What follows belongs to an exercise in optimizing a design on an open flow for small area, a short achievable clock period and few clock cycles per item; a production flow would make more cautious choices. Where RTL was checked, it was by simulation tests only, not by an equivalence proof against the original. The RTL of run 2 was laid out without a check of its function.

File: flow/flow/args.txt
SETUP_SLACK_MARGIN=6.7
BUFFER_PORTS_ARGS=-buffer_cell sky130_fd_sc_hd__buf_2
File: flow/standard.sh
#!/bin/bash
# synth_recipe.tcl (not shown) runs the flow's synth.tcl, then flattens the netlist and writes it again
# the make line also repeats each setting of config.mk as NAME=value (left out here)
make -C /OpenROAD-flow-scripts/flow DESIGN_CONFIG=/design/flow/config.mk WORK_HOME=/design/flow/orfs CLKGATE_MAP_FILE= SYNTH_SCRIPT=/design/flow/synth_recipe.tcl "${@:-finish}"
File: flow/config.mk
export PLATFORM = sky130hd
export DESIGN_NAME = sparse_dot_top
export DESIGN_NICKNAME = sparse_dot_top
export VERILOG_FILES = /design/flow/design.v
export SDC_FILE = /design/flow/constraint.sdc
export NUM_CORES = 4
export LEC_CHECK = 0
export ABC_CLOCK_PERIOD_IN_PS = 3000
export CAP_MARGIN = 5
export CORE_MARGIN = 2
export CORE_UTILIZATION = 60
export CTS_CLUSTER_DIAMETER = 80
export CTS_CLUSTER_SIZE = 30
export SLEW_MARGIN = 5
File: flow/design.v
`default_nettype none
package sparse_pkg;
    localparam int WORD_W  = 16;               
    localparam int INDEX_W = 6;                
    localparam int ADDR_W  = 2 + INDEX_W;      
    localparam int ACC_W   = 2 * WORD_W + 1;   
    localparam int LANES   = 2;                
    localparam int MAX_DIM = 8;                
    localparam int DIM_W   = 4;                
    typedef enum logic [1:0] {
        BANK_A0,
        BANK_A1,
        BANK_B0,
        BANK_B1
    } bank_e;
    typedef logic [LANES-1:0]  lane_mask_t;
    typedef logic [WORD_W-1:0] word_t;
    typedef logic [ACC_W-1:0]  acc_t;
    typedef enum logic [1:0] {
        WALK_IDLE,
        WALK_ISSUE,    
        WALK_WAIT,     
        WALK_DONE
    } walk_state_e;
    typedef enum logic [1:0] {
        FETCH_IDLE,
        FETCH_READ_A,
        FETCH_READ_B,
        FETCH_CLOSE    
    } fetch_state_e;
endpackage
`default_nettype wire
`timescale 1ns/100ps
`default_nettype none
module pair_walker (
    input  logic        clk,
    input  logic        rst,
    input  logic        start,
    input  logic [3:0]  num_rows,
    input  logic [3:0]  num_cols,
    input  logic [15:0] bitmap_a,
    input  logic [15:0] bitmap_b,
    output logic        issue,       
    output logic        issue_last,  
    output logic [1:0]  pair_mask,   
    output logic [2:0]  row,
    output logic [2:0]  col,
    output logic [2:0]  ka0,
    output logic [2:0]  ka1,
    output logic [2:0]  kb0,
    output logic [2:0]  kb1
);
    logic       run;
    logic       empty;
    logic       last_col;
    logic       last_row;
    logic [1:0] a_bits;
    logic [1:0] b_bits;
    assign empty    = (num_rows == 4'd0) || (num_cols == 4'd0);
    assign issue    = run || (start && !empty);
    assign last_col = ({1'b0, col} == num_cols - 4'd1);
    assign last_row = ({1'b0, row} == num_rows - 4'd1);
    assign issue_last = last_col && last_row;
    assign a_bits = bitmap_a[{row, 1'b0} +: 2];
    assign b_bits = bitmap_b[{col, 1'b0} +: 2];
    assign pair_mask = a_bits & b_bits;
    always_ff @(posedge clk or negedge rst) begin
        if (!rst) begin
            run <= 1'b0;
            row <= '0;
            col <= '0;
            ka0 <= '0;
            ka1 <= '0;
            kb0 <= '0;
            kb1 <= '0;
        end else if (issue) begin
            if (last_col) begin
                col <= '0;
                kb0 <= '0;
                kb1 <= '0;
                if (last_row) begin
                    run <= 1'b0;
                    row <= '0;
                    ka0 <= '0;
                    ka1 <= '0;
                end else begin
                    run <= 1'b1;
                    row <= row + 3'd1;
                    ka0 <= ka0 + {2'b0, a_bits[0]};
                    ka1 <= ka1 + {2'b0, a_bits[1]};
                end
            end else begin
                run <= 1'b1;
                col <= col + 3'd1;
                kb0 <= kb0 + {2'b0, b_bits[0]};
                kb1 <= kb1 + {2'b0, b_bits[1]};
            end
        end
    end
endmodule
`default_nettype wire
`timescale 1ns/100ps
`default_nettype none
module operand_fetch (
    input  logic              clk,
    input  logic              rst,
    input  logic              issue,
    input  logic              issue_last,
    input  logic [1:0]        pair_mask,
    input  logic [2:0]        row,
    input  logic [2:0]        col,
    input  sparse_pkg::word_t a0_val,
    input  sparse_pkg::word_t a1_val,
    input  sparse_pkg::word_t b0_val,
    input  sparse_pkg::word_t b1_val,
    output logic              op_valid,
    output logic              op_last,
    output logic [2:0]        op_row,
    output logic [2:0]        op_col,
    output sparse_pkg::word_t op_a0,
    output sparse_pkg::word_t op_a1,
    output logic [7:0]        op_on0,
    output logic [7:0]        op_tw0,
    output logic [7:0]        op_ng0,
    output logic              op_r80,
    output logic [7:0]        op_on1,
    output logic [7:0]        op_tw1,
    output logic [7:0]        op_ng1,
    output logic              op_r81
);
    logic [7:0] on0, tw0, ng0, on1, tw1, ng1;
    logic       r80, r81;
    booth_enc i_enc0 (.b(b0_val), .m(pair_mask[0]), .on(on0), .tw(tw0), .ng(ng0), .r8(r80));
    booth_enc i_enc1 (.b(b1_val), .m(pair_mask[1]), .on(on1), .tw(tw1), .ng(ng1), .r8(r81));
    always_ff @(posedge clk or negedge rst) begin
        if (!rst) begin
            op_valid <= 1'b0;
        end else begin
            op_valid <= issue;
        end
    end
    always_ff @(posedge clk) begin
        op_last <= issue_last;
        op_row  <= row;
        op_col  <= col;
        op_a0   <= a0_val;
        op_a1   <= a1_val;
        op_on0  <= on0;
        op_tw0  <= tw0;
        op_ng0  <= ng0;
        op_r80  <= r80;
        op_on1  <= on1;
        op_tw1  <= tw1;
        op_ng1  <= ng1;
        op_r81  <= r81;
    end
endmodule
`default_nettype wire
`timescale 1ns/100ps
`default_nettype none
module value_store (
    input  logic                           clk,
    input  logic                           load_en,
    input  sparse_pkg::bank_e              load_bank,
    input  logic [sparse_pkg::INDEX_W-1:0] load_index,
    input  sparse_pkg::word_t              load_data,
    input  logic [2:0]                     a0_idx,
    input  logic [2:0]                     a1_idx,
    input  logic [2:0]                     b0_idx,
    input  logic [2:0]                     b1_idx,
    output sparse_pkg::word_t              a0_val,
    output sparse_pkg::word_t              a1_val,
    output sparse_pkg::word_t              b0_val,
    output sparse_pkg::word_t              b1_val
);
    sparse_pkg::word_t mem [4][8];
    always_ff @(posedge clk) begin
        for (int b = 0; b < 4; b++) begin
            for (int i = 0; i < 8; i++) begin
                if (load_en && load_bank == b && load_index == i) begin
                    mem[b][i] <= load_data;
                end
            end
        end
    end
    assign a0_val = mem[0][a0_idx];
    assign a1_val = mem[1][a1_idx];
    assign b0_val = mem[2][b0_idx];
    assign b1_val = mem[3][b1_idx];
endmodule
`default_nettype wire
`default_nettype none
module booth_enc (
    input  wire [15:0] b,
    input  wire        m,
    output wire [7:0]  on,
    output wire [7:0]  tw,
    output wire [7:0]  ng,
    output wire        r8
);
    wire [17:0] bx = {1'b0, b, 1'b0};
    genvar gj;
    for (gj = 0; gj < 8; gj++) begin : g_enc
        assign on[gj] = m & (bx[2*gj+1] ^ bx[2*gj]);
        assign tw[gj] = m & ((bx[2*gj+2] & ~bx[2*gj+1] & ~bx[2*gj]) | (~bx[2*gj+2] & bx[2*gj+1] & bx[2*gj]));
        assign ng[gj] = m & bx[2*gj+2];
    end
    assign r8 = m & b[15];
endmodule
module mul_cs (
    input  wire [15:0] a,
    input  wire [7:0]  on,
    input  wire [7:0]  tw,
    input  wire [7:0]  ng,
    input  wire        r8,
    output wire [32:0] s,
    output wire [32:0] c
);
    wire [17:0] ax = {1'b0, a, 1'b0};
    genvar gj;
    wire [16:0] pp0;
    for (gj = 0; gj < 17; gj++) begin : g_pp0
        assign pp0[gj] = ((on[0] & ax[gj+1]) | (tw[0] & ax[gj])) ^ ng[0];
    end
    wire [16:0] pp1;
    for (gj = 0; gj < 17; gj++) begin : g_pp1
        assign pp1[gj] = ((on[1] & ax[gj+1]) | (tw[1] & ax[gj])) ^ ng[1];
    end
    wire [16:0] pp2;
    for (gj = 0; gj < 17; gj++) begin : g_pp2
        assign pp2[gj] = ((on[2] & ax[gj+1]) | (tw[2] & ax[gj])) ^ ng[2];
    end
    wire [16:0] pp3;
    for (gj = 0; gj < 17; gj++) begin : g_pp3
        assign pp3[gj] = ((on[3] & ax[gj+1]) | (tw[3] & ax[gj])) ^ ng[3];
    end
    wire [16:0] pp4;
    for (gj = 0; gj < 17; gj++) begin : g_pp4
        assign pp4[gj] = ((on[4] & ax[gj+1]) | (tw[4] & ax[gj])) ^ ng[4];
    end
    wire [16:0] pp5;
    for (gj = 0; gj < 17; gj++) begin : g_pp5
        assign pp5[gj] = ((on[5] & ax[gj+1]) | (tw[5] & ax[gj])) ^ ng[5];
    end
    wire [16:0] pp6;
    for (gj = 0; gj < 17; gj++) begin : g_pp6
        assign pp6[gj] = ((on[6] & ax[gj+1]) | (tw[6] & ax[gj])) ^ ng[6];
    end
    wire [16:0] pp7;
    for (gj = 0; gj < 17; gj++) begin : g_pp7
        assign pp7[gj] = ((on[7] & ax[gj+1]) | (tw[7] & ax[gj])) ^ ng[7];
    end
    wire [15:0] pp8 = a & {16{r8}};
    wire t1;
    wire t2;
    wire t3;
    wire t4;
    wire t5;
    wire t6;
    wire t7;
    wire t8;
    wire t9;
    wire t10;
    wire t11;
    wire t12;
    wire t13;
    wire t14;
    wire t15;
    wire t16;
    wire t17;
    wire t18;
    wire t19;
    wire t20;
    wire t21;
    wire t22;
    wire t23;
    wire t24;
    wire t25;
    wire t26;
    wire t27;
    wire t28;
    wire t29;
    wire t30;
    wire t31;
    wire t32;
    wire t33;
    wire t34;
    wire t35;
    wire t36;
    wire t37;
    wire t38;
    wire t39;
    wire t40;
    wire t41;
    wire t42;
    wire t43;
    wire t44;
    wire t45;
    wire t46;
    wire t47;
    wire t48;
    wire t49;
    wire t50;
    wire t51;
    wire t52;
    wire t53;
    wire t54;
    wire t55;
    wire t56;
    wire t57;
    wire t58;
    wire t59;
    wire t60;
    wire t61;
    wire t62;
    wire t63;
    wire t64;
    wire t65;
    wire t66;
    wire t67;
    wire t68;
    wire t69;
    wire t70;
    wire t71;
    wire t72;
    wire t73;
    wire t74;
    wire t75;
    wire t76;
    wire t77;
    wire t78;
    wire t79;
    wire t80;
    wire t81;
    wire t82;
    wire t83;
    wire t84;
    wire t85;
    wire t86;
    wire t87;
    wire t88;
    wire t89;
    wire t90;
    wire t91;
    wire t92;
    wire t93;
    wire t94;
    wire t95;
    wire t96;
    wire t97;
    wire t98;
    wire t99;
    wire t100;
    wire t101;
    wire t102;
    wire t103;
    wire t104;
    wire t105;
    wire t106;
    wire t107;
    wire t108;
    wire t109;
    wire t110;
    wire t111;
    wire t112;
    wire t113;
    wire t114;
    wire t115;
    wire t116;
    wire t117;
    wire t118;
    wire t119;
    wire t120;
    wire t121;
    wire t122;
    wire t123;
    wire t124;
    wire t125;
    wire t126;
    wire t127;
    wire t128;
    wire t129;
    wire t130;
    wire t131;
    wire t132;
    wire t133;
    wire t134;
    wire t135;
    wire t136;
    wire t137;
    wire t138;
    wire t139;
    wire t140;
    wire t141;
    wire t142;
    wire t143;
    wire t144;
    wire t145;
    wire t146;
    wire t147;
    wire t148;
    wire t149;
    wire t150;
    wire t151;
    wire t152;
    wire t153;
    wire t154;
    wire t155;
    wire t156;
    wire t157;
    wire t158;
    wire t159;
    wire t160;
    wire t161;
    wire t162;
    wire t163;
    wire t164;
    wire t165;
    wire t166;
    wire t167;
    wire t168;
    wire t169;
    wire t170;
    wire t171;
    wire t172;
    wire t173;
    wire t174;
    wire t175;
    wire t176;
    wire t177;
    wire t178;
    wire t179;
    wire t180;
    wire t181;
    wire t182;
    wire t183;
    wire t184;
    wire t185;
    wire t186;
    wire t187;
    wire t188;
    wire t189;
    wire t190;
    wire t191;
    wire t192;
    wire t193;
    wire t194;
    wire t195;
    wire t196;
    wire t197;
    wire t198;
    wire t199;
    wire t200;
    wire t201;
    wire t202;
    wire t203;
    wire t204;
    wire t205;
    wire t206;
    wire t207;
    wire t208;
    wire t209;
    wire t210;
    wire t211;
    wire t212;
    wire t213;
    wire t214;
    wire t215;
    wire t216;
    wire t217;
    wire t218;
    wire t219;
    wire t220;
    wire t221;
    wire t222;
    wire t223;
    wire t224;
    wire t225;
    wire t226;
    wire t227;
    wire t228;
    wire t229;
    wire t230;
    wire t231;
    wire t232;
    wire t233;
    wire t234;
    wire t235;
    wire t236;
    wire t237;
    wire t238;
    wire t239;
    wire t240;
    wire t241;
    wire t242;
    wire t243;
    wire t244;
    wire t245;
    wire t246;
    wire t247;
    wire t248;
    wire t249;
    wire t250;
    wire t251;
    wire t252;
    wire t253;
    wire t254;
    wire t255;
    wire t256;
    wire t257;
    wire t258;
    wire t259;
    wire t260;
    wire t261;
    wire t262;
    wire t263;
    wire t264;
    assign t1 = pp0[10] ^ pp1[8];
    assign t2 = pp0[10] & pp1[8];
    assign t3 = pp0[11] ^ pp1[9];
    assign t4 = pp0[11] & pp1[9];
    assign t5 = pp0[12] ^ pp1[10] ^ pp2[8];
    assign t6 = (pp0[12] & pp1[10]) | (pp0[12] & pp2[8]) | (pp1[10] & pp2[8]);
    assign t7 = pp3[6] ^ pp4[4];
    assign t8 = pp3[6] & pp4[4];
    assign t9 = pp0[13] ^ pp1[11] ^ pp2[9];
    assign t10 = (pp0[13] & pp1[11]) | (pp0[13] & pp2[9]) | (pp1[11] & pp2[9]);
    assign t11 = pp3[7] ^ pp4[5];
    assign t12 = pp3[7] & pp4[5];
    assign t13 = pp0[14] ^ pp1[12] ^ pp2[10];
    assign t14 = (pp0[14] & pp1[12]) | (pp0[14] & pp2[10]) | (pp1[12] & pp2[10]);
    assign t15 = pp3[8] ^ pp4[6] ^ pp5[4];
    assign t16 = (pp3[8] & pp4[6]) | (pp3[8] & pp5[4]) | (pp4[6] & pp5[4]);
    assign t17 = pp6[2] ^ pp7[0];
    assign t18 = pp6[2] & pp7[0];
    assign t19 = pp0[15] ^ pp1[13] ^ pp2[11];
    assign t20 = (pp0[15] & pp1[13]) | (pp0[15] & pp2[11]) | (pp1[13] & pp2[11]);
    assign t21 = pp3[9] ^ pp4[7] ^ pp5[5];
    assign t22 = (pp3[9] & pp4[7]) | (pp3[9] & pp5[5]) | (pp4[7] & pp5[5]);
    assign t23 = pp6[3] ^ pp7[1];
    assign t24 = pp6[3] & pp7[1];
    assign t25 = pp0[16] ^ pp1[14] ^ pp2[12];
    assign t26 = (pp0[16] & pp1[14]) | (pp0[16] & pp2[12]) | (pp1[14] & pp2[12]);
    assign t27 = pp3[10] ^ pp4[8] ^ pp5[6];
    assign t28 = (pp3[10] & pp4[8]) | (pp3[10] & pp5[6]) | (pp4[8] & pp5[6]);
    assign t29 = pp6[4] ^ pp7[2] ^ pp8[0];
    assign t30 = (pp6[4] & pp7[2]) | (pp6[4] & pp8[0]) | (pp7[2] & pp8[0]);
    assign t31 = ng[0] ^ pp1[15] ^ pp2[13];
    assign t32 = (ng[0] & pp1[15]) | (ng[0] & pp2[13]) | (pp1[15] & pp2[13]);
    assign t33 = pp3[11] ^ pp4[9] ^ pp5[7];
    assign t34 = (pp3[11] & pp4[9]) | (pp3[11] & pp5[7]) | (pp4[9] & pp5[7]);
    assign t35 = pp6[5] ^ pp7[3] ^ pp8[1];
    assign t36 = (pp6[5] & pp7[3]) | (pp6[5] & pp8[1]) | (pp7[3] & pp8[1]);
    assign t37 = ng[0] ^ pp1[16] ^ pp2[14];
    assign t38 = (ng[0] & pp1[16]) | (ng[0] & pp2[14]) | (pp1[16] & pp2[14]);
    assign t39 = pp3[12] ^ pp4[10] ^ pp5[8];
    assign t40 = (pp3[12] & pp4[10]) | (pp3[12] & pp5[8]) | (pp4[10] & pp5[8]);
    assign t41 = pp6[6] ^ pp7[4] ^ pp8[2];
    assign t42 = (pp6[6] & pp7[4]) | (pp6[6] & pp8[2]) | (pp7[4] & pp8[2]);
    assign t43 = ~ng[0] ^ ~ng[1] ^ pp2[15];
    assign t44 = (~ng[0] & ~ng[1]) | (~ng[0] & pp2[15]) | (~ng[1] & pp2[15]);
    assign t45 = pp3[13] ^ pp4[11] ^ pp5[9];
    assign t46 = (pp3[13] & pp4[11]) | (pp3[13] & pp5[9]) | (pp4[11] & pp5[9]);
    assign t47 = pp6[7] ^ pp7[5] ^ pp8[3];
    assign t48 = (pp6[7] & pp7[5]) | (pp6[7] & pp8[3]) | (pp7[5] & pp8[3]);
    assign t49 = 1'b1 ^ pp2[16] ^ pp3[14];
    assign t50 = (1'b1 & pp2[16]) | (1'b1 & pp3[14]) | (pp2[16] & pp3[14]);
    assign t51 = pp4[12] ^ pp5[10] ^ pp6[8];
    assign t52 = (pp4[12] & pp5[10]) | (pp4[12] & pp6[8]) | (pp5[10] & pp6[8]);
    assign t53 = pp7[6] ^ pp8[4];
    assign t54 = pp7[6] & pp8[4];
    assign t55 = ~ng[2] ^ pp3[15] ^ pp4[13];
    assign t56 = (~ng[2] & pp3[15]) | (~ng[2] & pp4[13]) | (pp3[15] & pp4[13]);
    assign t57 = pp5[11] ^ pp6[9] ^ pp7[7];
    assign t58 = (pp5[11] & pp6[9]) | (pp5[11] & pp7[7]) | (pp6[9] & pp7[7]);
    assign t59 = 1'b1 ^ pp3[16] ^ pp4[14];
    assign t60 = (1'b1 & pp3[16]) | (1'b1 & pp4[14]) | (pp3[16] & pp4[14]);
    assign t61 = pp5[12] ^ pp6[10];
    assign t62 = pp5[12] & pp6[10];
    assign t63 = ~ng[3] ^ pp4[15] ^ pp5[13];
    assign t64 = (~ng[3] & pp4[15]) | (~ng[3] & pp5[13]) | (pp4[15] & pp5[13]);
    assign t65 = 1'b1 ^ pp4[16];
    assign t66 = 1'b1 & pp4[16];
    assign t67 = pp0[6] ^ pp1[4];
    assign t68 = pp0[6] & pp1[4];
    assign t69 = pp0[7] ^ pp1[5];
    assign t70 = pp0[7] & pp1[5];
    assign t71 = pp0[8] ^ pp1[6] ^ pp2[4];
    assign t72 = (pp0[8] & pp1[6]) | (pp0[8] & pp2[4]) | (pp1[6] & pp2[4]);
    assign t73 = pp3[2] ^ pp4[0];
    assign t74 = pp3[2] & pp4[0];
    assign t75 = pp0[9] ^ pp1[7] ^ pp2[5];
    assign t76 = (pp0[9] & pp1[7]) | (pp0[9] & pp2[5]) | (pp1[7] & pp2[5]);
    assign t77 = pp3[3] ^ pp4[1];
    assign t78 = pp3[3] & pp4[1];
    assign t79 = t1 ^ pp2[6] ^ pp3[4];
    assign t80 = (t1 & pp2[6]) | (t1 & pp3[4]) | (pp2[6] & pp3[4]);
    assign t81 = pp4[2] ^ pp5[0] ^ ng[5];
    assign t82 = (pp4[2] & pp5[0]) | (pp4[2] & ng[5]) | (pp5[0] & ng[5]);
    assign t83 = t2 ^ t3 ^ pp2[7];
    assign t84 = (t2 & t3) | (t2 & pp2[7]) | (t3 & pp2[7]);
    assign t85 = pp3[5] ^ pp4[3] ^ pp5[1];
    assign t86 = (pp3[5] & pp4[3]) | (pp3[5] & pp5[1]) | (pp4[3] & pp5[1]);
    assign t87 = t4 ^ t5 ^ t7;
    assign t88 = (t4 & t5) | (t4 & t7) | (t5 & t7);
    assign t89 = pp5[2] ^ pp6[0] ^ ng[6];
    assign t90 = (pp5[2] & pp6[0]) | (pp5[2] & ng[6]) | (pp6[0] & ng[6]);
    assign t91 = t6 ^ t8 ^ t9;
    assign t92 = (t6 & t8) | (t6 & t9) | (t8 & t9);
    assign t93 = t11 ^ pp5[3] ^ pp6[1];
    assign t94 = (t11 & pp5[3]) | (t11 & pp6[1]) | (pp5[3] & pp6[1]);
    assign t95 = t10 ^ t12 ^ t13;
    assign t96 = (t10 & t12) | (t10 & t13) | (t12 & t13);
    assign t97 = t15 ^ t17 ^ ng[7];
    assign t98 = (t15 & t17) | (t15 & ng[7]) | (t17 & ng[7]);
    assign t99 = t14 ^ t16 ^ t18;
    assign t100 = (t14 & t16) | (t14 & t18) | (t16 & t18);
    assign t101 = t19 ^ t21 ^ t23;
    assign t102 = (t19 & t21) | (t19 & t23) | (t21 & t23);
    assign t103 = t20 ^ t22 ^ t24;
    assign t104 = (t20 & t22) | (t20 & t24) | (t22 & t24);
    assign t105 = t25 ^ t27 ^ t29;
    assign t106 = (t25 & t27) | (t25 & t29) | (t27 & t29);
    assign t107 = t26 ^ t28 ^ t30;
    assign t108 = (t26 & t28) | (t26 & t30) | (t28 & t30);
    assign t109 = t31 ^ t33 ^ t35;
    assign t110 = (t31 & t33) | (t31 & t35) | (t33 & t35);
    assign t111 = t32 ^ t34 ^ t36;
    assign t112 = (t32 & t34) | (t32 & t36) | (t34 & t36);
    assign t113 = t37 ^ t39 ^ t41;
    assign t114 = (t37 & t39) | (t37 & t41) | (t39 & t41);
    assign t115 = t38 ^ t40 ^ t42;
    assign t116 = (t38 & t40) | (t38 & t42) | (t40 & t42);
    assign t117 = t43 ^ t45 ^ t47;
    assign t118 = (t43 & t45) | (t43 & t47) | (t45 & t47);
    assign t119 = t44 ^ t46 ^ t48;
    assign t120 = (t44 & t46) | (t44 & t48) | (t46 & t48);
    assign t121 = t49 ^ t51 ^ t53;
    assign t122 = (t49 & t51) | (t49 & t53) | (t51 & t53);
    assign t123 = t50 ^ t52 ^ t54;
    assign t124 = (t50 & t52) | (t50 & t54) | (t52 & t54);
    assign t125 = t55 ^ t57 ^ pp8[5];
    assign t126 = (t55 & t57) | (t55 & pp8[5]) | (t57 & pp8[5]);
    assign t127 = t56 ^ t58 ^ t59;
    assign t128 = (t56 & t58) | (t56 & t59) | (t58 & t59);
    assign t129 = t61 ^ pp7[8] ^ pp8[6];
    assign t130 = (t61 & pp7[8]) | (t61 & pp8[6]) | (pp7[8] & pp8[6]);
    assign t131 = t60 ^ t62 ^ t63;
    assign t132 = (t60 & t62) | (t60 & t63) | (t62 & t63);
    assign t133 = pp6[11] ^ pp7[9] ^ pp8[7];
    assign t134 = (pp6[11] & pp7[9]) | (pp6[11] & pp8[7]) | (pp7[9] & pp8[7]);
    assign t135 = t64 ^ t65 ^ pp5[14];
    assign t136 = (t64 & t65) | (t64 & pp5[14]) | (t65 & pp5[14]);
    assign t137 = pp6[12] ^ pp7[10] ^ pp8[8];
    assign t138 = (pp6[12] & pp7[10]) | (pp6[12] & pp8[8]) | (pp7[10] & pp8[8]);
    assign t139 = t66 ^ ~ng[4] ^ pp5[15];
    assign t140 = (t66 & ~ng[4]) | (t66 & pp5[15]) | (~ng[4] & pp5[15]);
    assign t141 = pp6[13] ^ pp7[11] ^ pp8[9];
    assign t142 = (pp6[13] & pp7[11]) | (pp6[13] & pp8[9]) | (pp7[11] & pp8[9]);
    assign t143 = 1'b1 ^ pp5[16] ^ pp6[14];
    assign t144 = (1'b1 & pp5[16]) | (1'b1 & pp6[14]) | (pp5[16] & pp6[14]);
    assign t145 = pp7[12] ^ pp8[10];
    assign t146 = pp7[12] & pp8[10];
    assign t147 = ~ng[5] ^ pp6[15] ^ pp7[13];
    assign t148 = (~ng[5] & pp6[15]) | (~ng[5] & pp7[13]) | (pp6[15] & pp7[13]);
    assign t149 = 1'b1 ^ pp6[16];
    assign t150 = 1'b1 & pp6[16];
    assign t151 = pp0[4] ^ pp1[2];
    assign t152 = pp0[4] & pp1[2];
    assign t153 = pp0[5] ^ pp1[3];
    assign t154 = pp0[5] & pp1[3];
    assign t155 = t67 ^ pp2[2] ^ pp3[0];
    assign t156 = (t67 & pp2[2]) | (t67 & pp3[0]) | (pp2[2] & pp3[0]);
    assign t157 = t68 ^ t69 ^ pp2[3];
    assign t158 = (t68 & t69) | (t68 & pp2[3]) | (t69 & pp2[3]);
    assign t159 = t70 ^ t71 ^ t73;
    assign t160 = (t70 & t71) | (t70 & t73) | (t71 & t73);
    assign t161 = t72 ^ t74 ^ t75;
    assign t162 = (t72 & t74) | (t72 & t75) | (t74 & t75);
    assign t163 = t76 ^ t78 ^ t79;
    assign t164 = (t76 & t78) | (t76 & t79) | (t78 & t79);
    assign t165 = t80 ^ t82 ^ t83;
    assign t166 = (t80 & t82) | (t80 & t83) | (t82 & t83);
    assign t167 = t84 ^ t86 ^ t87;
    assign t168 = (t84 & t86) | (t84 & t87) | (t86 & t87);
    assign t169 = t88 ^ t90 ^ t91;
    assign t170 = (t88 & t90) | (t88 & t91) | (t90 & t91);
    assign t171 = t92 ^ t94 ^ t95;
    assign t172 = (t92 & t94) | (t92 & t95) | (t94 & t95);
    assign t173 = t96 ^ t98 ^ t99;
    assign t174 = (t96 & t98) | (t96 & t99) | (t98 & t99);
    assign t175 = t100 ^ t102 ^ t103;
    assign t176 = (t100 & t102) | (t100 & t103) | (t102 & t103);
    assign t177 = t104 ^ t106 ^ t107;
    assign t178 = (t104 & t106) | (t104 & t107) | (t106 & t107);
    assign t179 = t108 ^ t110 ^ t111;
    assign t180 = (t108 & t110) | (t108 & t111) | (t110 & t111);
    assign t181 = t112 ^ t114 ^ t115;
    assign t182 = (t112 & t114) | (t112 & t115) | (t114 & t115);
    assign t183 = t116 ^ t118 ^ t119;
    assign t184 = (t116 & t118) | (t116 & t119) | (t118 & t119);
    assign t185 = t120 ^ t122 ^ t123;
    assign t186 = (t120 & t122) | (t120 & t123) | (t122 & t123);
    assign t187 = t124 ^ t126 ^ t127;
    assign t188 = (t124 & t126) | (t124 & t127) | (t126 & t127);
    assign t189 = t128 ^ t130 ^ t131;
    assign t190 = (t128 & t130) | (t128 & t131) | (t130 & t131);
    assign t191 = t132 ^ t134 ^ t135;
    assign t192 = (t132 & t134) | (t132 & t135) | (t134 & t135);
    assign t193 = t136 ^ t138 ^ t139;
    assign t194 = (t136 & t138) | (t136 & t139) | (t138 & t139);
    assign t195 = t140 ^ t142 ^ t143;
    assign t196 = (t140 & t142) | (t140 & t143) | (t142 & t143);
    assign t197 = t144 ^ t146 ^ t147;
    assign t198 = (t144 & t146) | (t144 & t147) | (t146 & t147);
    assign t199 = t148 ^ t149 ^ pp7[14];
    assign t200 = (t148 & t149) | (t148 & pp7[14]) | (t149 & pp7[14]);
    assign t201 = t150 ^ ~ng[6] ^ pp7[15];
    assign t202 = (t150 & ~ng[6]) | (t150 & pp7[15]) | (~ng[6] & pp7[15]);
    assign t203 = 1'b1 ^ pp7[16];
    assign t204 = 1'b1 & pp7[16];
    assign t205 = pp0[2] ^ pp1[0];
    assign t206 = pp0[2] & pp1[0];
    assign t207 = pp0[3] ^ pp1[1];
    assign t208 = pp0[3] & pp1[1];
    assign t209 = t151 ^ pp2[0] ^ ng[2];
    assign t210 = (t151 & pp2[0]) | (t151 & ng[2]) | (pp2[0] & ng[2]);
    assign t211 = t152 ^ t153 ^ pp2[1];
    assign t212 = (t152 & t153) | (t152 & pp2[1]) | (t153 & pp2[1]);
    assign t213 = t154 ^ t155 ^ ng[3];
    assign t214 = (t154 & t155) | (t154 & ng[3]) | (t155 & ng[3]);
    assign t215 = t156 ^ t157 ^ pp3[1];
    assign t216 = (t156 & t157) | (t156 & pp3[1]) | (t157 & pp3[1]);
    assign t217 = t158 ^ t159 ^ ng[4];
    assign t218 = (t158 & t159) | (t158 & ng[4]) | (t159 & ng[4]);
    assign t219 = t160 ^ t161 ^ t77;
    assign t220 = (t160 & t161) | (t160 & t77) | (t161 & t77);
    assign t221 = t162 ^ t163 ^ t81;
    assign t222 = (t162 & t163) | (t162 & t81) | (t163 & t81);
    assign t223 = t164 ^ t165 ^ t85;
    assign t224 = (t164 & t165) | (t164 & t85) | (t165 & t85);
    assign t225 = t166 ^ t167 ^ t89;
    assign t226 = (t166 & t167) | (t166 & t89) | (t167 & t89);
    assign t227 = t168 ^ t169 ^ t93;
    assign t228 = (t168 & t169) | (t168 & t93) | (t169 & t93);
    assign t229 = t170 ^ t171 ^ t97;
    assign t230 = (t170 & t171) | (t170 & t97) | (t171 & t97);
    assign t231 = t172 ^ t173 ^ t101;
    assign t232 = (t172 & t173) | (t172 & t101) | (t173 & t101);
    assign t233 = t174 ^ t175 ^ t105;
    assign t234 = (t174 & t175) | (t174 & t105) | (t175 & t105);
    assign t235 = t176 ^ t177 ^ t109;
    assign t236 = (t176 & t177) | (t176 & t109) | (t177 & t109);
    assign t237 = t178 ^ t179 ^ t113;
    assign t238 = (t178 & t179) | (t178 & t113) | (t179 & t113);
    assign t239 = t180 ^ t181 ^ t117;
    assign t240 = (t180 & t181) | (t180 & t117) | (t181 & t117);
    assign t241 = t182 ^ t183 ^ t121;
    assign t242 = (t182 & t183) | (t182 & t121) | (t183 & t121);
    assign t243 = t184 ^ t185 ^ t125;
    assign t244 = (t184 & t185) | (t184 & t125) | (t185 & t125);
    assign t245 = t186 ^ t187 ^ t129;
    assign t246 = (t186 & t187) | (t186 & t129) | (t187 & t129);
    assign t247 = t188 ^ t189 ^ t133;
    assign t248 = (t188 & t189) | (t188 & t133) | (t189 & t133);
    assign t249 = t190 ^ t191 ^ t137;
    assign t250 = (t190 & t191) | (t190 & t137) | (t191 & t137);
    assign t251 = t192 ^ t193 ^ t141;
    assign t252 = (t192 & t193) | (t192 & t141) | (t193 & t141);
    assign t253 = t194 ^ t195 ^ t145;
    assign t254 = (t194 & t195) | (t194 & t145) | (t195 & t145);
    assign t255 = t196 ^ t197 ^ pp8[11];
    assign t256 = (t196 & t197) | (t196 & pp8[11]) | (t197 & pp8[11]);
    assign t257 = t198 ^ t199 ^ pp8[12];
    assign t258 = (t198 & t199) | (t198 & pp8[12]) | (t199 & pp8[12]);
    assign t259 = t200 ^ t201 ^ pp8[13];
    assign t260 = (t200 & t201) | (t200 & pp8[13]) | (t201 & pp8[13]);
    assign t261 = t202 ^ t203 ^ pp8[14];
    assign t262 = (t202 & t203) | (t202 & pp8[14]) | (t203 & pp8[14]);
    assign t263 = t204 ^ ~ng[7] ^ pp8[15];
    assign t264 = (t204 & ~ng[7]) | (t204 & pp8[15]) | (~ng[7] & pp8[15]);
    assign s = {t264, t262, t260, t258, t256, t254, t252, t250, t248, t246, t244, t242, t240, t238, t236, t234, t232, t230, t228, t226, t224, t222, t220, t218, t216, t214, t212, t210, t208, t206, t205, pp0[1], pp0[0]};
    assign c = {1'b1, t263, t261, t259, t257, t255, t253, t251, t249, t247, t245, t243, t241, t239, t237, t235, t233, t231, t229, t227, t225, t223, t221, t219, t217, t215, t213, t211, t209, t207, ng[1], 1'b0, ng[0]};
endmodule
module add4 (
    input  wire [32:0] x0,
    input  wire [32:0] x1,
    input  wire [32:0] x2,
    input  wire [32:0] x3,
    output wire [32:0] y
);
    wire u1;
    wire u2;
    wire u3;
    wire u4;
    wire u5;
    wire u6;
    wire u7;
    wire u8;
    wire u9;
    wire u10;
    wire u11;
    wire u12;
    wire u13;
    wire u14;
    wire u15;
    wire u16;
    wire u17;
    wire u18;
    wire u19;
    wire u20;
    wire u21;
    wire u22;
    wire u23;
    wire u24;
    wire u25;
    wire u26;
    wire u27;
    wire u28;
    wire u29;
    wire u30;
    wire u31;
    wire u32;
    wire u33;
    wire u34;
    wire u35;
    wire u36;
    wire u37;
    wire u38;
    wire u39;
    wire u40;
    wire u41;
    wire u42;
    wire u43;
    wire u44;
    wire u45;
    wire u46;
    wire u47;
    wire u48;
    wire u49;
    wire u50;
    wire u51;
    wire u52;
    wire u53;
    wire u54;
    wire u55;
    wire u56;
    wire u57;
    wire u58;
    wire u59;
    wire u60;
    wire u61;
    wire u62;
    wire u63;
    wire u64;
    wire u65;
    wire u66;
    wire u67;
    wire u68;
    wire u69;
    wire u70;
    wire u71;
    wire u72;
    wire u73;
    wire u74;
    wire u75;
    wire u76;
    wire u77;
    wire u78;
    wire u79;
    wire u80;
    wire u81;
    wire u82;
    wire u83;
    wire u84;
    wire u85;
    wire u86;
    wire u87;
    wire u88;
    wire u89;
    wire u90;
    wire u91;
    wire u92;
    wire u93;
    wire u94;
    wire u95;
    wire u96;
    wire u97;
    wire u98;
    wire u99;
    wire u100;
    wire u101;
    wire u102;
    wire u103;
    wire u104;
    wire u105;
    wire u106;
    wire u107;
    wire u108;
    wire u109;
    wire u110;
    wire u111;
    wire u112;
    wire u113;
    wire u114;
    wire u115;
    wire u116;
    wire u117;
    wire u118;
    wire u119;
    wire u120;
    wire u121;
    wire u122;
    wire u123;
    wire u124;
    wire u125;
    wire u126;
    wire u127;
    wire u128;
    wire u129;
    wire u130;
    wire u131;
    wire u132;
    assign u1 = x0[0] ^ x1[0];
    assign u2 = x0[0] & x1[0];
    assign u3 = x0[1] ^ x1[1] ^ x2[1];
    assign u4 = (x0[1] & x1[1]) | (x0[1] & x2[1]) | (x1[1] & x2[1]);
    assign u5 = x0[2] ^ x1[2] ^ x2[2];
    assign u6 = (x0[2] & x1[2]) | (x0[2] & x2[2]) | (x1[2] & x2[2]);
    assign u7 = x0[3] ^ x1[3] ^ x2[3];
    assign u8 = (x0[3] & x1[3]) | (x0[3] & x2[3]) | (x1[3] & x2[3]);
    assign u9 = x0[4] ^ x1[4] ^ x2[4];
    assign u10 = (x0[4] & x1[4]) | (x0[4] & x2[4]) | (x1[4] & x2[4]);
    assign u11 = x0[5] ^ x1[5] ^ x2[5];
    assign u12 = (x0[5] & x1[5]) | (x0[5] & x2[5]) | (x1[5] & x2[5]);
    assign u13 = x0[6] ^ x1[6] ^ x2[6];
    assign u14 = (x0[6] & x1[6]) | (x0[6] & x2[6]) | (x1[6] & x2[6]);
    assign u15 = x0[7] ^ x1[7] ^ x2[7];
    assign u16 = (x0[7] & x1[7]) | (x0[7] & x2[7]) | (x1[7] & x2[7]);
    assign u17 = x0[8] ^ x1[8] ^ x2[8];
    assign u18 = (x0[8] & x1[8]) | (x0[8] & x2[8]) | (x1[8] & x2[8]);
    assign u19 = x0[9] ^ x1[9] ^ x2[9];
    assign u20 = (x0[9] & x1[9]) | (x0[9] & x2[9]) | (x1[9] & x2[9]);
    assign u21 = x0[10] ^ x1[10] ^ x2[10];
    assign u22 = (x0[10] & x1[10]) | (x0[10] & x2[10]) | (x1[10] & x2[10]);
    assign u23 = x0[11] ^ x1[11] ^ x2[11];
    assign u24 = (x0[11] & x1[11]) | (x0[11] & x2[11]) | (x1[11] & x2[11]);
    assign u25 = x0[12] ^ x1[12] ^ x2[12];
    assign u26 = (x0[12] & x1[12]) | (x0[12] & x2[12]) | (x1[12] & x2[12]);
    assign u27 = x0[13] ^ x1[13] ^ x2[13];
    assign u28 = (x0[13] & x1[13]) | (x0[13] & x2[13]) | (x1[13] & x2[13]);
    assign u29 = x0[14] ^ x1[14] ^ x2[14];
    assign u30 = (x0[14] & x1[14]) | (x0[14] & x2[14]) | (x1[14] & x2[14]);
    assign u31 = x0[15] ^ x1[15] ^ x2[15];
    assign u32 = (x0[15] & x1[15]) | (x0[15] & x2[15]) | (x1[15] & x2[15]);
    assign u33 = x0[16] ^ x1[16] ^ x2[16];
    assign u34 = (x0[16] & x1[16]) | (x0[16] & x2[16]) | (x1[16] & x2[16]);
    assign u35 = x0[17] ^ x1[17] ^ x2[17];
    assign u36 = (x0[17] & x1[17]) | (x0[17] & x2[17]) | (x1[17] & x2[17]);
    assign u37 = x0[18] ^ x1[18] ^ x2[18];
    assign u38 = (x0[18] & x1[18]) | (x0[18] & x2[18]) | (x1[18] & x2[18]);
    assign u39 = x0[19] ^ x1[19] ^ x2[19];
    assign u40 = (x0[19] & x1[19]) | (x0[19] & x2[19]) | (x1[19] & x2[19]);
    assign u41 = x0[20] ^ x1[20] ^ x2[20];
    assign u42 = (x0[20] & x1[20]) | (x0[20] & x2[20]) | (x1[20] & x2[20]);
    assign u43 = x0[21] ^ x1[21] ^ x2[21];
    assign u44 = (x0[21] & x1[21]) | (x0[21] & x2[21]) | (x1[21] & x2[21]);
    assign u45 = x0[22] ^ x1[22] ^ x2[22];
    assign u46 = (x0[22] & x1[22]) | (x0[22] & x2[22]) | (x1[22] & x2[22]);
    assign u47 = x0[23] ^ x1[23] ^ x2[23];
    assign u48 = (x0[23] & x1[23]) | (x0[23] & x2[23]) | (x1[23] & x2[23]);
    assign u49 = x0[24] ^ x1[24] ^ x2[24];
    assign u50 = (x0[24] & x1[24]) | (x0[24] & x2[24]) | (x1[24] & x2[24]);
    assign u51 = x0[25] ^ x1[25] ^ x2[25];
    assign u52 = (x0[25] & x1[25]) | (x0[25] & x2[25]) | (x1[25] & x2[25]);
    assign u53 = x0[26] ^ x1[26] ^ x2[26];
    assign u54 = (x0[26] & x1[26]) | (x0[26] & x2[26]) | (x1[26] & x2[26]);
    assign u55 = x0[27] ^ x1[27] ^ x2[27];
    assign u56 = (x0[27] & x1[27]) | (x0[27] & x2[27]) | (x1[27] & x2[27]);
    assign u57 = x0[28] ^ x1[28] ^ x2[28];
    assign u58 = (x0[28] & x1[28]) | (x0[28] & x2[28]) | (x1[28] & x2[28]);
    assign u59 = x0[29] ^ x1[29] ^ x2[29];
    assign u60 = (x0[29] & x1[29]) | (x0[29] & x2[29]) | (x1[29] & x2[29]);
    assign u61 = x0[30] ^ x1[30] ^ x2[30];
    assign u62 = (x0[30] & x1[30]) | (x0[30] & x2[30]) | (x1[30] & x2[30]);
    assign u63 = x0[31] ^ x1[31] ^ x2[31];
    assign u64 = (x0[31] & x1[31]) | (x0[31] & x2[31]) | (x1[31] & x2[31]);
    assign u65 = x0[32] ^ x1[32] ^ x2[32];
    assign u66 = (x0[32] & x1[32]) | (x0[32] & x2[32]) | (x1[32] & x2[32]);
    assign u67 = u1 ^ x2[0];
    assign u68 = u1 & x2[0];
    assign u69 = u2 ^ u3 ^ x3[1];
    assign u70 = (u2 & u3) | (u2 & x3[1]) | (u3 & x3[1]);
    assign u71 = u4 ^ u5 ^ x3[2];
    assign u72 = (u4 & u5) | (u4 & x3[2]) | (u5 & x3[2]);
    assign u73 = u6 ^ u7 ^ x3[3];
    assign u74 = (u6 & u7) | (u6 & x3[3]) | (u7 & x3[3]);
    assign u75 = u8 ^ u9 ^ x3[4];
    assign u76 = (u8 & u9) | (u8 & x3[4]) | (u9 & x3[4]);
    assign u77 = u10 ^ u11 ^ x3[5];
    assign u78 = (u10 & u11) | (u10 & x3[5]) | (u11 & x3[5]);
    assign u79 = u12 ^ u13 ^ x3[6];
    assign u80 = (u12 & u13) | (u12 & x3[6]) | (u13 & x3[6]);
    assign u81 = u14 ^ u15 ^ x3[7];
    assign u82 = (u14 & u15) | (u14 & x3[7]) | (u15 & x3[7]);
    assign u83 = u16 ^ u17 ^ x3[8];
    assign u84 = (u16 & u17) | (u16 & x3[8]) | (u17 & x3[8]);
    assign u85 = u18 ^ u19 ^ x3[9];
    assign u86 = (u18 & u19) | (u18 & x3[9]) | (u19 & x3[9]);
    assign u87 = u20 ^ u21 ^ x3[10];
    assign u88 = (u20 & u21) | (u20 & x3[10]) | (u21 & x3[10]);
    assign u89 = u22 ^ u23 ^ x3[11];
    assign u90 = (u22 & u23) | (u22 & x3[11]) | (u23 & x3[11]);
    assign u91 = u24 ^ u25 ^ x3[12];
    assign u92 = (u24 & u25) | (u24 & x3[12]) | (u25 & x3[12]);
    assign u93 = u26 ^ u27 ^ x3[13];
    assign u94 = (u26 & u27) | (u26 & x3[13]) | (u27 & x3[13]);
    assign u95 = u28 ^ u29 ^ x3[14];
    assign u96 = (u28 & u29) | (u28 & x3[14]) | (u29 & x3[14]);
    assign u97 = u30 ^ u31 ^ x3[15];
    assign u98 = (u30 & u31) | (u30 & x3[15]) | (u31 & x3[15]);
    assign u99 = u32 ^ u33 ^ x3[16];
    assign u100 = (u32 & u33) | (u32 & x3[16]) | (u33 & x3[16]);
    assign u101 = u34 ^ u35 ^ x3[17];
    assign u102 = (u34 & u35) | (u34 & x3[17]) | (u35 & x3[17]);
    assign u103 = u36 ^ u37 ^ x3[18];
    assign u104 = (u36 & u37) | (u36 & x3[18]) | (u37 & x3[18]);
    assign u105 = u38 ^ u39 ^ x3[19];
    assign u106 = (u38 & u39) | (u38 & x3[19]) | (u39 & x3[19]);
    assign u107 = u40 ^ u41 ^ x3[20];
    assign u108 = (u40 & u41) | (u40 & x3[20]) | (u41 & x3[20]);
    assign u109 = u42 ^ u43 ^ x3[21];
    assign u110 = (u42 & u43) | (u42 & x3[21]) | (u43 & x3[21]);
    assign u111 = u44 ^ u45 ^ x3[22];
    assign u112 = (u44 & u45) | (u44 & x3[22]) | (u45 & x3[22]);
    assign u113 = u46 ^ u47 ^ x3[23];
    assign u114 = (u46 & u47) | (u46 & x3[23]) | (u47 & x3[23]);
    assign u115 = u48 ^ u49 ^ x3[24];
    assign u116 = (u48 & u49) | (u48 & x3[24]) | (u49 & x3[24]);
    assign u117 = u50 ^ u51 ^ x3[25];
    assign u118 = (u50 & u51) | (u50 & x3[25]) | (u51 & x3[25]);
    assign u119 = u52 ^ u53 ^ x3[26];
    assign u120 = (u52 & u53) | (u52 & x3[26]) | (u53 & x3[26]);
    assign u121 = u54 ^ u55 ^ x3[27];
    assign u122 = (u54 & u55) | (u54 & x3[27]) | (u55 & x3[27]);
    assign u123 = u56 ^ u57 ^ x3[28];
    assign u124 = (u56 & u57) | (u56 & x3[28]) | (u57 & x3[28]);
    assign u125 = u58 ^ u59 ^ x3[29];
    assign u126 = (u58 & u59) | (u58 & x3[29]) | (u59 & x3[29]);
    assign u127 = u60 ^ u61 ^ x3[30];
    assign u128 = (u60 & u61) | (u60 & x3[30]) | (u61 & x3[30]);
    assign u129 = u62 ^ u63 ^ x3[31];
    assign u130 = (u62 & u63) | (u62 & x3[31]) | (u63 & x3[31]);
    assign u131 = u64 ^ u65 ^ x3[32];
    assign u132 = (u64 & u65) | (u64 & x3[32]) | (u65 & x3[32]);
    wire [32:0] r0 = {u130, u128, u126, u124, u122, u120, u118, u116, u114, u112, u110, u108, u106, u104, u102, u100, u98, u96, u94, u92, u90, u88, u86, u84, u82, u80, u78, u76, u74, u72, u70, u68, u67};
    wire [32:0] r1 = {u131, u129, u127, u125, u123, u121, u119, u117, u115, u113, u111, u109, u107, u105, u103, u101, u99, u97, u95, u93, u91, u89, u87, u85, u83, u81, u79, u77, u75, u73, u71, u69, x3[0]};
    assign y = r0 + r1;
endmodule
`default_nettype wire
`timescale 1ns/100ps
`default_nettype none
module sparse_dot_top #(
    parameter int MAX_ROWS = sparse_pkg::MAX_DIM,
    parameter int MAX_COLS = sparse_pkg::MAX_DIM
) (
    input  logic                                  clk,
    input  logic                                  rst,
    input  logic                                  load_en,
    input  sparse_pkg::bank_e                     load_bank,
    input  logic [sparse_pkg::INDEX_W-1:0]        load_index,
    input  sparse_pkg::word_t                     load_data,
    input  logic                                  start,
    input  logic [sparse_pkg::DIM_W-1:0]          num_rows,
    input  logic [sparse_pkg::DIM_W-1:0]          num_cols,
    input  logic [sparse_pkg::LANES*MAX_ROWS-1:0] bitmap_a,
    input  logic [sparse_pkg::LANES*MAX_COLS-1:0] bitmap_b,
    output logic                                  busy,
    output logic                                  done,
    output logic                                  result_valid,
    output logic [sparse_pkg::DIM_W-1:0]          result_row,
    output logic [sparse_pkg::DIM_W-1:0]          result_col,
    output sparse_pkg::acc_t                      result_value
);
    logic              issue;
    logic              issue_last;
    logic [1:0]        pair_mask;
    logic [2:0]        row;
    logic [2:0]        col;
    logic [2:0]        ka0;
    logic [2:0]        ka1;
    logic [2:0]        kb0;
    logic [2:0]        kb1;
    sparse_pkg::word_t a0_val;
    sparse_pkg::word_t a1_val;
    sparse_pkg::word_t b0_val;
    sparse_pkg::word_t b1_val;
    pair_walker i_pair_walker (
        .clk        (clk),
        .rst        (rst),
        .start      (start),
        .num_rows   (num_rows),
        .num_cols   (num_cols),
        .bitmap_a   (bitmap_a),
        .bitmap_b   (bitmap_b),
        .issue      (issue),
        .issue_last (issue_last),
        .pair_mask  (pair_mask),
        .row        (row),
        .col        (col),
        .ka0        (ka0),
        .ka1        (ka1),
        .kb0        (kb0),
        .kb1        (kb1)
    );
    value_store i_value_store (
        .clk        (clk),
        .load_en    (load_en),
        .load_bank  (load_bank),
        .load_index (load_index),
        .load_data  (load_data),
        .a0_idx     (ka0),
        .a1_idx     (ka1),
        .b0_idx     (kb0),
        .b1_idx     (kb1),
        .a0_val     (a0_val),
        .a1_val     (a1_val),
        .b0_val     (b0_val),
        .b1_val     (b1_val)
    );
    logic              op_valid;
    logic              op_last;
    logic [2:0]        op_row;
    logic [2:0]        op_col;
    sparse_pkg::word_t op_a0;
    sparse_pkg::word_t op_a1;
    logic [7:0]        op_on0, op_tw0, op_ng0;
    logic [7:0]        op_on1, op_tw1, op_ng1;
    logic              op_r80, op_r81;
    operand_fetch i_operand_fetch (
        .clk        (clk),
        .rst        (rst),
        .issue      (issue),
        .issue_last (issue_last),
        .pair_mask  (pair_mask),
        .row        (row),
        .col        (col),
        .a0_val     (a0_val),
        .a1_val     (a1_val),
        .b0_val     (b0_val),
        .b1_val     (b1_val),
        .op_valid   (op_valid),
        .op_last    (op_last),
        .op_row     (op_row),
        .op_col     (op_col),
        .op_a0      (op_a0),
        .op_a1      (op_a1),
        .op_on0     (op_on0),
        .op_tw0     (op_tw0),
        .op_ng0     (op_ng0),
        .op_r80     (op_r80),
        .op_on1     (op_on1),
        .op_tw1     (op_tw1),
        .op_ng1     (op_ng1),
        .op_r81     (op_r81)
    );
    logic [32:0] p0_s;
    logic [32:0] p0_c;
    logic [32:0] p1_s;
    logic [32:0] p1_c;
    mul_cs i_mul0 (.a(op_a0), .on(op_on0), .tw(op_tw0), .ng(op_ng0), .r8(op_r80), .s(p0_s), .c(p0_c));
    mul_cs i_mul1 (.a(op_a1), .on(op_on1), .tw(op_tw1), .ng(op_ng1), .r8(op_r81), .s(p1_s), .c(p1_c));
    logic        cs_valid;
    logic        cs_last;
    logic [2:0]  cs_row;
    logic [2:0]  cs_col;
    logic [32:0] cs_p0_s;
    logic [32:0] cs_p0_c;
    logic [32:0] cs_p1_s;
    logic [32:0] cs_p1_c;
    always_ff @(posedge clk or negedge rst) begin
        if (!rst) begin
            cs_valid <= 1'b0;
        end else begin
            cs_valid <= op_valid;
        end
    end
    always_ff @(posedge clk) begin
        cs_last <= op_last;
        cs_row  <= op_row;
        cs_col  <= op_col;
        cs_p0_s <= p0_s;
        cs_p0_c <= p0_c;
        cs_p1_s <= p1_s;
        cs_p1_c <= p1_c;
    end
    logic [32:0] sum;
    add4 i_add4 (
        .x0 (cs_p0_s),
        .x1 (cs_p0_c),
        .x2 (cs_p1_s),
        .x3 (cs_p1_c),
        .y  (sum)
    );
    logic empty_start;
    assign empty_start = start && ((num_rows == 4'd0) || (num_cols == 4'd0));
    always_ff @(posedge clk or negedge rst) begin
        if (!rst) begin
            result_valid <= 1'b0;
            done         <= 1'b0;
            busy         <= 1'b0;
        end else begin
            result_valid <= cs_valid;
            done         <= (cs_valid && cs_last) || empty_start;
            busy         <= start || (busy && !done);
        end
    end
    always_ff @(posedge clk) begin
        result_row   <= {1'b0, cs_row};
        result_col   <= {1'b0, cs_col};
        result_value <= sum;
    end
endmodule
`default_nettype wire
File: flow/flow/run.sh
#!/bin/bash
# The standard layout, with timing repair aiming below the design's clock
# period (the SDC is unchanged; only the repair margin is raised). Extra make
# variables, one per line, come from flow/args.txt.
set -euo pipefail
mapfile -t ARGS < flow/args.txt
bash standard.sh "${ARGS[@]}" finish > standard_finish.log 2>&1
File: flow/constraint.sdc
create_clock -name core_clock -period 10.0 [get_ports {clk}]
set_input_delay 2.0000 -clock core_clock [delete_from_list [all_inputs] [get_ports {clk}]]
set_output_delay 2.0000 -clock core_clock [all_outputs]
set_load 0.01 [all_outputs]
==> out/results.tsv, run 1 <==
stage	metric	value	unit
setup_path	CP max-delay cell	fa_1	
logic_synthesis	async set-reset flop share out of synthesis	3.011	%
final_layout	Area Overhead vs Synth	8.937	%
routing	DR DRC count	0	
placement	Buffers on Ports	109	
timing	max_slew headroom	21.95	%
clock_network	CTS H-Tree Depth	2	
global_route	GRT overflow	0	
setup_path	CP Cell Sequence	fa_1 -> inv_2 -> fa_1 -> inv_2 -> ha_4 -> a21o_1 -> a221o_1 -> o211ai_2 -> a21oi_2 -> or2_4 -> a2111oi_4 -> nor3_1	
global_route	gr usage total	29.53	%
timing	Setup TNS	0	ns
logic_synthesis	sequential area share after synthesis	51.63	%
timing	period utilization	33.54	%
logic_synthesis	Mapped Area	0.04106	mm²
logic_synthesis	synthesized area per cell	12.73	µm²
worst_hold_path	Hold Crit Class	flip-flop to flip-flop	
floorplanning	Top-Level Pins	112	
timing	FMAX	0.2982	GHz
logic_synthesis	number of enable flip-flop cells after synthesis	512	
final_layout	fin nets	3625	
logic_synthesis	Syn Inst Count	3225	
clock_network	clock buffer depth	3	
routing	total length of routed wires	102700	µm
logic_synthesis	flops & latches, synth	797	
setup_path	critical-path maximum fanout	4	
logic_synthesis	Ys Warns	5	
routing	DR vias/cell	6.175	
setup_path	arrival time of the worst setup path	3.84	ns
timing	final setup violation count	0	
timing	crit path time final	3.354	ns
setup_path	WS Path Type	flip-flop to flip-flop	
clock_network	number of buffers created by CTS	39	
final_layout	layout cells sized above 1	16.01	%
setup_path	crit start category	flip-flop	
timing	final hold viol count	0	
floorplanning	Die ar.	0.07055	mm²
timing	RSZ-0062 raised after global routing	true	
placement	DP HPWL	70050	µm
routing	initial DRC count	2458	
placement	global placement routability congestion	0.8937	
timing	worst clock skew	0.03743	ns
logic_synthesis	post-synth cell types	76	
clock_network	clock insertion delay at the later pin of the skew report	0.63	ns
logic_synthesis	Synth Flop Type	edfxtp_1	
timing	max-slew violation count	0	
floorplanning	DIE WIDTH	265.6	µm
clock_network	Num Clock Sinks	797	
setup_path	max incr delay on CP	0.55	ns
setup_path	CP Capture Type	flip-flop	
timing	worst setup margin	6.646	ns
timing	Worst Tran Pin Value	1.138	ns
clock_network	Root Driver	clkbuf_16	
global_route	initial antenna violation count	1	
routing	Final ANT Viol Nets	0	
floorplanning	initial core utilization	60.82	%
placement	Placement Setup Slack	5.852	ns
floorplanning	# rows	95	
global_route	pin count of the biggest net entering global routing	49	
setup_path	Req. time, crit path	10.48	ns
routing	DRT Pass-1 Iters	6	
flow_run	number of max-cap violations	0	
global_route	first-pass GRT wire length	156900	µm
routing	wire per inst	25.02	µm
status	status	timing/DRC/antenna clean	
clock_network	CTS tree	built	
floorplanning	Chip Height	265.6	µm
routing	Via Count	25340	
clock_network	clock-pin slew on the worst setup and hold paths	0.11	ns
clock_network	Hold-fix buffers, CTS	0	
floorplanning	Placeable Area	0.06751	mm²
global_route	vias in the first global route	25820	
stage by stage:
step / std cells / instance area [µm²] / util [%] / hold WS (ns)
after detailed placement: 3996 / 42420 / 62.83 / 0.3138
after global placement: 3996 / 42420 / 62.83 / 0.3112
after floorplan: 3226 / 41610 / - / 0.3096
after global routing: 4103 / 44730 / 66.25 / 0.3420
final: 4104 / 44730 / 66.26 / 0.3353
after CTS: 4077 / 44100 / 65.32 / 0.3378
per-layer routing:
layer | GRT usage, % | up-vias | wire length, µm
li1 | - | 11220 | -
met1 | 40.22 | 12900 | 41180
met2 | 50.10 | 1045 | 51330
met3 | 3.416 | 182 | 6653
met4 | 9.414 | 0 | 3508
met5 | 0 | - | 0
Yosys cell counts, types with 47 or more instances:
master	instances	area share, %
xor2_1	80	1.7
inv_1	271	2.5
edfxtp_1	512	37
ha_1	90	2.7
mux2i_1	62	1.5
a21oi_1	85	1.0
a22oi_1	262	4.8
o21ai_0	88	1.1
fa_1	267	13
clkbuf_1	180	1.6
xnor2_1	247	5.3
nand2_1	172	1.6
nor2_1	157	1.4
mux4_2	47	2.6
dfxtp_1	261	13
cells in the final DEF, fill, tap and decap left out, types with 10 or more instances in the layout:
cell and n:
buf_4 41, o21ai_0 64, edfxtp_1 512, a31oi_1 15, dfxtp_2 37, o21ai_1 18, xor2_1 79, mux2i_1 62
dfrtp_1 19, nor2_1 124, mux2_2 36, clkbuf_1 12, nand2_1 162, nand2_2 10, nor2b_1 17, a221oi_1 40
o22ai_1 14, dfxtp_1 187, nand3b_1 11, nand3_1 35, and3_1 11, ha_1 72, fa_1 267, nor2_4 32
buf_12 13, mux4_2 47, clkbuf_16 39, inv_1 266, a22oi_1 262, a21o_1 14, xnor2_1 246, buf_2 109
dfxtp_4 37, a21oi_1 78, ha_4 13, and2_1 22
worst max-delay path: cells and delay by family (launching register included):
family | cells | cell delay (ns)
AOI/OAI and AO/OA | 5 | 1.16
adders and majority gates | 3 | 1.28
buffers and inverters | 2 | 0.09
DFF | 1 | 0.34
and+or+nand+nor | 2 | 0.36
logic make-up after synthesis:
family | count (synthesis) | synth area share (%)
AO/OA/AOI/OAI | 600 | 10.27
XOR/XNOR | 327 | 6.975
adder cells (fa/ha/maj) | 357 | 15.76
buffers and inverters | 512 | 4.869
flip-flops | 797 | 51.63
multiplexers | 150 | 5.220
other | 1 | 0.009132
AND/OR/NAND/NOR | 481 | 5.268
final cells by class:
type / instances / area [µm²]
Inverter: 279 / 1072
Timing Repair Buffer: 166 / 1151
Clock buffer: 52 / 1035
Clock inverter: 19 / 380.4
Tap cell: 873 / 1092
Fill cell: 4977 / 22780
Antenna cell: 1 / 2.502
Sequential cell: 797 / 21390
Multi-Input combinational cell: 1917 / 18610
final timing paths:
check                                             start              endpoint  slack, ns  cells after the start
worst max register to register               cs_p0_s[4]      result_value[20]       6.65                     12
worst min-delay path            i_operand_fetch.op_last               cs_last       0.34                      0
max in group asynchronous                           rst  i_pair_walker.ka0[0]       8.23                      1
worst min register to register  i_operand_fetch.op_last               cs_last       0.34                      0
worst max-delay path                         cs_p0_s[4]      result_value[20]       6.65                     12
min in group asynchronous                           rst  i_pair_walker.kb1[0]       1.35                      1
what timing repair did:
action | CTS | global route
setup endpoints to repair | 96 | 263
gates cloned | 0 | 0
setup buffers | 10 | 26
pin swaps | 15 | 36
resized for setup | 102 | 80
hold endpoints to repair | 0 | 0
registers in the layout (all words and copies together) (netlist names), 8 cells and up:
signal and flops:
i_value_store.mem 512, cs_p0_s 33, cs_p1_s 33, result_value 33, cs_p0_c 31, cs_p1_c 31
i_operand_fetch.op_a0 16, i_operand_fetch.op_a1 16, i_operand_fetch.op_ng0 8, i_operand_fetch.op_ng1 8, i_operand_fetch.op_on0 8, i_operand_fetch.op_on1 8
i_operand_fetch.op_tw0 8, i_operand_fetch.op_tw1 8
Testbench counts, summed over its fixed seeds: cycles 10,520, items 9,944.
==> inputs of run 2 (changes only) <==
--- a/flow/design.v
+++ b/flow/design.v
@@ -36,6 +36,7 @@
     input  logic        clk,
     input  logic        rst,
     input  logic        start,
+    input  logic        write_pending,   
     input  logic [3:0]  num_rows,
     input  logic [3:0]  num_cols,
     input  logic [15:0] bitmap_a,
@@ -57,7 +58,7 @@
     logic [1:0] a_bits;
     logic [1:0] b_bits;
     assign empty    = (num_rows == 4'd0) || (num_cols == 4'd0);
-    assign issue    = run || (start && !empty);
+    assign issue    = run || (start && !empty && !write_pending);
     assign last_col = ({1'b0, col} == num_cols - 4'd1);
     assign last_row = ({1'b0, row} == num_rows - 4'd1);
     assign issue_last = last_col && last_row;
@@ -95,6 +96,8 @@
                 kb0 <= kb0 + {2'b0, b_bits[0]};
                 kb1 <= kb1 + {2'b0, b_bits[1]};
             end
+        end else if (start && !empty) begin
+            run <= 1'b1;   
         end
     end
 endmodule
@@ -171,14 +174,26 @@
     output sparse_pkg::word_t              a0_val,
     output sparse_pkg::word_t              a1_val,
     output sparse_pkg::word_t              b0_val,
-    output sparse_pkg::word_t              b1_val
+    output sparse_pkg::word_t              b1_val,
+    output logic                           write_pending   
 );
     sparse_pkg::word_t mem [4][8];
+    logic                   w_en;
+    logic [1:0]             w_bank;
+    logic [2:0]             w_index;
+    sparse_pkg::word_t      w_data;
+    always_ff @(posedge clk) begin
+        w_en    <= load_en && (load_index[5:3] == 3'd0);
+        w_bank  <= load_bank;
+        w_index <= load_index[2:0];
+        w_data  <= load_data;
+    end
+    assign write_pending = w_en;
     always_ff @(posedge clk) begin
         for (int b = 0; b < 4; b++) begin
             for (int i = 0; i < 8; i++) begin
-                if (load_en && load_bank == b && load_index == i) begin
-                    mem[b][i] <= load_data;
+                if (w_en && w_bank == b && w_index == i) begin
+                    mem[b][i] <= w_data;
                 end
             end
         end
@@ -1091,6 +1106,7 @@
     logic [2:0]        ka1;
     logic [2:0]        kb0;
     logic [2:0]        kb1;
+    logic              write_pending;
     sparse_pkg::word_t a0_val;
     sparse_pkg::word_t a1_val;
     sparse_pkg::word_t b0_val;
@@ -1099,6 +1115,7 @@
         .clk        (clk),
         .rst        (rst),
         .start      (start),
+        .write_pending (write_pending),
         .num_rows   (num_rows),
         .num_cols   (num_cols),
         .bitmap_a   (bitmap_a),
@@ -1126,7 +1143,8 @@
         .a0_val     (a0_val),
         .a1_val     (a1_val),
         .b0_val     (b0_val),
-        .b1_val     (b1_val)
+        .b1_val     (b1_val),
+        .write_pending (write_pending)
     );
     logic              op_valid;
     logic              op_last;
==> flow/flow/args.txt (replaced) <==
SETUP_SLACK_MARGIN=6.8
BUFFER_PORTS_ARGS=-buffer_cell sky130_fd_sc_hd__buf_2
--- a/flow/config.mk
+++ b/flow/config.mk
@@ -6,9 +6,9 @@
 export NUM_CORES = 4
 export LEC_CHECK = 0
 export ABC_CLOCK_PERIOD_IN_PS = 3000
-export CAP_MARGIN = 5
+export CAP_MARGIN = 20
 export CORE_MARGIN = 2
 export CORE_UTILIZATION = 60
 export CTS_CLUSTER_DIAMETER = 80
 export CTS_CLUSTER_SIZE = 30
-export SLEW_MARGIN = 5
+export SLEW_MARGIN = 20
==> out/results.tsv, run 2 <==
stage	metric	value	unit
setup_path	delay-heaviest family, CP	adder cells	
final_layout	Filler cells	5036	
logic_synthesis	Syn Inst Count	3205	
clock_network	clock buffer depth	3	
floorplanning	Die ar.	0.07150	mm²
setup_path	WS Path Type	flip-flop to flip-flop	
setup_path	crit start category	flip-flop	
final_layout	layout cells sized above 1	17.11	%
timing	worst setup margin	6.607	ns
floorplanning	DIE WIDTH	267.4	µm
status	status	timing/DRC/antenna clean	
final_layout	most frequent cells in the layout	edfxtp_1, inv_1, fa_1	
routing	Final ANT Viol Nets	0	
flow_run	number of max-cap violations	0	
placement	Buffers on Ports	109	
routing	total length of routed wires	103900	µm
floorplanning	initial core utilization	60.69	%
logic_synthesis	synthesized area per cell	12.99	µm²
clock_network	CTS H-Tree Depth	2	
final_layout	fin nets	3652	
setup_path	Worst setup endpoint	result_value[24]	
setup_path	FF-to-FF path depth	12	
timing	period utilization	33.93	%
logic_synthesis	Ys Warns	5	
timing	max-slew violation count	0	
setup_path	r2r endpoint	result_value[24]	
setup_path	critical-path maximum fanout	4	
logic_synthesis	top post-synthesis cells by area	edfxtp_1, dfxtp_1, fa_1, xnor2_1, a22oi_1	
timing	final hold viol count	0	
placement	DP Cell Count	4074	
setup_path	CP Cell Sequence	fa_1 -> inv_2 -> fa_1 -> inv_2 -> ha_4 -> a211oi_4 -> o211ai_1 -> and3_1 -> a211o_4 -> a31o_1 -> buf_4 -> xor2_1	
logic_synthesis	most frequent cell after synthesis	edfxtp_1	
setup_path	CP Capture Type	flip-flop	
worst_hold_path	Hold Crit Class	flip-flop to flip-flop	
placement	DP HPWL	70860	µm
routing	Via Count	25130	
logic_synthesis	sequential area share after synthesis	51.99	%
timing	Setup TNS	0	ns
setup_path	max incr delay on CP	0.55	ns
clock_network	CTS tree	built	
final_layout	final core utilization	66.06	%
placement	Placement Setup Slack	5.850	ns
timing	max_slew headroom	25.75	%
global_route	first-pass GRT wire length	157500	µm
logic_synthesis	Yosys top cell area share	36.93	%
final_layout	Most flops, register	i_value_store.mem	
logic_synthesis	post-synth top area cell	edfxtp_1	
logic_synthesis	Synth Flop Type	edfxtp_1	
routing	wire per inst	24.78	µm
clock_network	Num Clock Sinks	819	
setup_path	CP Depth	12	
clock_network	Root Driver	clkbuf_16	
setup_path	FF-to-FF Start	cs_p1_s[2]	
floorplanning	Placeable Area	0.06859	mm²
global_route	vias in the first global route	25860	
final_layout	Area Overhead vs Synth	8.846	%
timing	RSZ-0062 raised after global routing	true	
routing	DR DRC count	0	
logic_synthesis	Mapped Area	0.04163	mm²
timing	final setup violation count	0	
global_route	gr usage total	29.61	%
floorplanning	Top-Level Pins	112	
setup_path	reg2reg setup slack	6.61	ns
timing	worst clock skew	0.03803	ns
logic_synthesis	Synth top cells by count	edfxtp_1, dfxtp_1, inv_1, fa_1, a22oi_1	
placement	global placement routability congestion	0.9538	
routing	initial DRC count	2307	
setup_path	buffer and inverter count on the worst path	3	
floorplanning	# rows	96	
==> run 2: worst min path at each step <==
stage                                         start       endpoint  slack (ns)  cells past startpoint
final                                     cs_row[1]  result_row[1]        0.33                      0
after global routing                      cs_row[1]  result_row[1]        0.32                      0
after CTS                                 cs_row[1]  result_row[1]        0.33                      0
after detailed placement  i_operand_fetch.op_row[1]      cs_row[1]        0.31                      0
after global placement                    cs_col[0]  result_col[0]        0.31                      0
after floorplan           i_operand_fetch.op_col[0]      cs_col[0]        0.31                      0
==> run 2: repair_timing <==
item | CTS | global route
hold buffers | 0 | 0
setup endpoints to repair | 115 | 78
cloned | 0 | 0
pin swaps | 35 | 18
gates resized for setup | 129 | 74
buffers inserted | 10 | 30
==> run 2: metrics by stage <==
step           cell area (µm²)  hold WS, ns
3_5_place_dp             42930       0.3135
4_1_cts                  44830       0.3277
3_3_place_gp             42930       0.3096
6_report                 45310       0.3251
5_1_grt                  45310       0.3236
2_1_floorplan            41810       0.3096
==> run 2: cell type report <==
type | count | area [µm²] | share of cell area [%]
clock inverter | 20 | 289.0 | 0.6379
sequential | 819 | 21910 | 48.35
clock buffer | 58 | 1185 | 2.615
multi-input combinational | 1873 | 18340 | 40.48
inverter | 282 | 1079 | 2.380
timing repair buffer | 209 | 1341 | 2.960
tap | 931 | 1165 | 2.571
antenna | 1 | 2.502 | 0.005523
==> run 2: kinds of logic after synthesis <==
group / synth area share, %
AO/OA/AOI/OAI: 10.23
XOR/XNOR: 7.006
adder cells (fa/ha/maj): 15.55
buffers and inverters: 4.965
flip-flops: 51.99
multiplexers: 5.377
other: 0.009008
AND/OR/NAND/NOR: 4.881
==> run 2: routing by layer <==
metal	track usage, %	vias to the layer above	wire [µm]
met3	3.402	174	6136
met4	8.822	0	3115
li1	-	11240	-
met2	52.10	913	53240
met1	38.78	12800	41400
met5	0	-	0
==> run 2: worst reg2reg max path, cell delays in order, from the launching register on <==
cell      delay (ns)
dfxtp_2         0.33
fa_1            0.55
inv_2           0.05
fa_1            0.48
inv_2           0.05
ha_4            0.25
a211oi_4        0.22
o211ai_1        0.18
and3_1          0.26
a211o_4         0.37
a31o_1          0.26
buf_4           0.14
xor2_1          0.13

## static timing again, ports no longer ideal
How much do the figures lean on ideal ports? The routed layouts below were timed once more, with nothing changed but the port constraints.
Step 1: set_driving_cell puts a clkbuf_16 on clk and a buf_2 on each other input, an assumption about the parent block.
Step 2 times the ports against the registers' clock, not the clock port: input delays grow and output delays shrink by t, the midpoint of the rising clock arrivals with the driver on.
a / b / c = no drivers / after step 1 / after step 2; a / b = the first two.
run | t (ns) | setup WS [ns] | worst setup path after step 2 | clock arrival spread, ns
run 1 | 0.671 | 6.646 / 6.646 / 6.111 | input to register | 0.047 / 0.047
run 2 | 0.682 | 6.607 / 6.607 / 6.262 | input to register | 0.051 / 0.051
After both steps every run listed still meets setup and hold. For run 1, which loses most, drivers alone change the setup slack by 0.000 ns; drivers and shift together by -0.535 ns.
